This is an optimization exercise on Yosys and OpenROAD, whose aim is small area, a short achievable clock period and few clock cycles, not a production implementation.

Setup of pepper:
## neuron_pe
module neuron_pe #(
    parameter int N     = 6,
    parameter int BITS  = 16,
    parameter int FRAC  = 8
) (
    input  logic                  clk,
    input  logic                  rst_n,
    input  logic                  load_w,
    input  logic                  start,
    input  logic                  bp,
    input  logic [1:0]            act_sel,
    input  logic [N*BITS-1:0]     x,
    input  logic [N*BITS-1:0]     w,
    input  logic [BITS-1:0]       b,
    input  logic [BITS-1:0]       dz_in,
    input  logic [BITS-1:0]       w_in,
    input  logic [BITS-1:0]       lr,
    output logic                  busy,
    output logic                  done,
    output logic [BITS-1:0]       y,
    output logic [(N+1)*BITS-1:0] w_out
);
Size: about 2,500 cells after synthesis, roughly 22,000 um2 of cells after synthesis.
==> flow/config.mk <==
export PLATFORM = sky130hd
export DESIGN_NAME = neuron_pe
export DESIGN_NICKNAME = neuron_pe
export VERILOG_FILES = /design/flow/design.v
export SDC_FILE = /design/flow/constraint.sdc
export NUM_CORES = 4
export LEC_CHECK = 0
export ABC_AREA = 1
export CAP_MARGIN = 20
export CORE_MARGIN = 2
export CORE_UTILIZATION = 40
export CTS_CLUSTER_DIAMETER = 80
export CTS_CLUSTER_SIZE = 30
export SLEW_MARGIN = 70
==> flow/constraint.sdc <==
create_clock -name core_clock -period 22.0 [get_ports {clk}]
set_input_delay 4.4000 -clock core_clock [delete_from_list [all_inputs] [get_ports {clk}]]
set_output_delay 4.4000 -clock core_clock [all_outputs]
set_load 0.01 [all_outputs]
standard.sh (not shown) runs the stock make flow with config.mk's settings and CLKGATE_MAP_FILE= SYNTH_SCRIPT=/design/flow/synth_recipe.tcl, a recipe that flattens the netlist after the stock synthesis.
==> flow/flow/run.sh <==
#!/bin/bash
# Layout flow: the standard ORFS flow (standard synthesis unchanged), with
# the port buffers that global placement inserts made plain buf_1 cells
# instead of the default delay buffers. Every port still gets its buffer.
set -euo pipefail
export BUFFER_PORTS_ARGS="-buffer_cell sky130_fd_sc_hd__buf_1"
bash standard.sh > standard.log 2>&1
Inputs modified between pepper and violet:
--- a/flow/design.v
+++ b/flow/design.v
@@ -51,17 +51,17 @@
     logic [4:0]   cnt;
     logic         zneg;
     logic [1:0]   act_r;
     word_t        store [0:6];
     word_t        xr    [0:5];
     word_t        lr_r;
-    word_t        D;           
-    word_t        ACC;         
+    word_t        D;
     word_t        P;
-    logic [23:0]  r0, r1;      
-    logic         c8;
+    logic [15:0]  r0, r1;      
+    logic [7:0]   plo;         
+    logic         c16;
     logic [5:0]   sa_x;        
     logic         sa_p;        
     logic         sa_l;        
     logic [5:0]   sb_w;        
     logic         sb_d;        
     logic         sb_p;        
@@ -71,25 +71,27 @@
     logic         f_acc;       
     logic         f_fin;       
     logic         b_g;         
     logic         b_t;         
     wire idle = ~busy;
     word_t opa, opb, prod, s_in1, sum;
-    logic [23:0] n_r0, n_r1;
-    logic        n_c8;
+    logic [15:0] n_r0, n_r1;
+    logic [7:0]  n_plo;
+    logic        n_c16;
     always_comb begin
         opa = mux1h7({sa_l, sa_x}, xr[0], xr[1], xr[2], xr[3], xr[4], xr[5], lr_r)
             | ({16{sa_p}} & P);
         opb = mux1h7({sb_d, sb_w}, store[1], store[2], store[3], store[4],
                      store[5], store[6], D)
             | ({16{sb_p}} & P);
-        s_in1 = ({16{s_b}} & store[0]) | ({16{s_d}} & ACC);
+        s_in1 = ({16{s_b}} & store[0]) | ({16{s_d}} & D);
         sum = sadd(s_in1, prod);
     end
-    np_pmul_s1 u_s1 (.a(opa), .b(opb), .r0(n_r0), .r1(n_r1), .c8(n_c8));
-    np_pmul_s2 u_s2 (.r0(r0), .r1(r1), .c8(c8), .y(prod));
+    np_pmul_s1 u_s1 (.a(opa), .b(opb), .r0(n_r0), .r1(n_r1), .plo(n_plo),
+                     .c16(n_c16));
+    np_pmul_s2 u_s2 (.r0(r0), .r1(r1), .plo(plo), .c16(c16), .y(prod));
     logic       n_busy, n_mode, n_f, n_b;
     logic [4:0] n_cnt;
     always_comb begin
         if (idle) begin
             n_cnt  = '0;
             n_busy = start & ~load_w;
@@ -151,26 +153,27 @@
         s_b   <= (n_f && n_cnt == 5'd1) || n_b;
         f_acc <= n_f && n_cnt >= 5'd1 && n_cnt <= 5'd5;
         b_g   <= n_b && nb_g;
         b_t   <= n_b && nb_t;
     end
     always_ff @(posedge clk) begin
-        if (f_acc)
-            ACC <= sum;
         r0 <= n_r0;
         r1 <= n_r1;
-        c8 <= n_c8;
+        plo <= n_plo;
+        c16 <= n_c16;
         if (idle) begin
             for (int i = 0; i < 6; i++)
                 xr[i] <= x[i*16 +: 16];
             lr_r  <= lr;
             act_r <= act_sel;
             D     <= dz_in;
             P     <= w_in;
         end else begin
-            if (b_g)
+            if (f_acc)
+                D <= sum;
+            else if (b_g)
                 D <= act_gate(act_r, zneg, prod);
             if (b_t)
                 P <= prod;
         end
     end
     always_ff @(posedge clk or negedge rst_n) begin
@@ -210,15 +213,16 @@
         end
     endgenerate
 endmodule
 module np_pmul_s1 (
     input  logic [15:0] a,
     input  logic [15:0] b,
-    output logic [23:0] r0,
-    output logic [23:0] r1,
-    output logic c8
+    output logic [15:0] r0,
+    output logic [15:0] r1,
+    output logic [7:0] plo,
+    output logic c16
 );
     logic [16:0] bx;
     assign bx = {b, 1'b0};
     logic one0, two0, neg0;
     assign one0 = bx[1] ^ bx[0];
     assign two0 = (bx[2] & ~bx[1] & ~bx[0]) | (~bx[2] & bx[1] & bx[0]);
@@ -841,25 +845,28 @@
     assign t222 = (t168 & ~pp6[16]) | (t168 & pp7[14]) | (~pp6[16] & pp7[14]);
     logic t223;
     logic t224;
     assign t223 = pp7[15] ^ 1'b1;
     assign t224 = pp7[15] & 1'b1;
     logic [31:0] s0, s1;
-    logic [8:0] lo;
+    logic [16:0] lo;
     assign s0 = {1'b1, t224, t222, t220, t218, t216, t214, t212, t210, t208, t206, t204, t202, t200, t198, t196, t194, t192, t190, t188, t186, t184, t182, t180, t178, t176, t174, t172, t170, t169, pp0[1], pp0[0]};
     assign s1 = {1'b0, ~pp7[16], t223, t221, t219, t217, t215, t213, t211, t209, t207, t205, t203, t201, t199, t197, t195, t193, t191, t189, t187, t185, t183, t181, t179, t177, t175, t173, t171, neg1, 1'b0, neg0};
-    assign lo = {1'b0, s0[7:0]} + {1'b0, s1[7:0]};
-    assign r0 = s0[31:8];
-    assign r1 = s1[31:8];
-    assign c8 = lo[8];
+    assign lo = {1'b0, s0[15:0]} + {1'b0, s1[15:0]};
+    assign r0 = s0[31:16];
+    assign r1 = s1[31:16];
+    assign plo = lo[15:8];
+    assign c16 = lo[16];
 endmodule
 module np_pmul_s2 (
-    input  logic [23:0] r0,
-    input  logic [23:0] r1,
-    input  logic        c8,
+    input  logic [15:0] r0,
+    input  logic [15:0] r1,
+    input  logic [7:0]  plo,
+    input  logic        c16,
     output logic [15:0] y
 );
     logic [23:0] p;
-    assign p = r0 + r1 + {23'd0, c8};
+    assign p[7:0]  = plo;
+    assign p[23:8] = r0 + r1 + {15'd0, c16};
     wire ovf = ~((&p[23:15]) | ~(|p[23:15]));
     assign y = ovf ? {p[23], {15{~p[23]}}} : p[15:0];
 endmodule
Results
- Taking violet over pepper, the maximum operating frequency ratio works out to 0.917.
- violet against pepper: max-slew headroom at the worst pin went up; worst hold slack essentially unchanged.
- Area of all placed cells without fillers: violet better than pepper
- The vias per cell of violet falls short of that of pepper by 0.075.
- Delta (violet minus pepper): total die area moved down, wire length of the first global-routing pass shows an increase of about 1%, detailed placer's ending HPWL picked up an extra 0.95%.
No functional check of the RTL was part of any run of this note.

[static timing again, ports no longer ideal]
The flow's constraints put no driver on any port. The routed layouts listed below were extracted and timed again, unchanged, in two steps. Step 1 sets driving cells, clkbuf_16 on the clock port and buf_2 on the other inputs (assumed; they add their load-dependent delay and slew). Step 2, shift: input delay + t, output delay - t, t = (earliest + latest rising clock arrival at the registers) / 2. This alone moves slack from input paths to output paths. Slacks: ideal / step 1 / step 2; pairs: ideal / step 1.
| run | shift t [ns] | setup WS [ns] | clock arrival spread, ns | worst register clock-pin slew, ns | worst slew at a driven data input, ns |
|---|---|---|---|---|---|
| pepper | 0.643 | 16.188 / 16.177 / 15.856 | 0.030 / 0.030 | 0.11 / 0.11 | 0.11 |
| violet | 0.646 | 15.659 / 15.659 / 15.659 | 0.038 / 0.038 | 0.11 / 0.11 | 0.09 |
After both steps setup and hold are still met in every run listed. The setup slack of pepper, which loses most, moves by -0.011 ns with the drivers and by -0.332 ns with both steps.
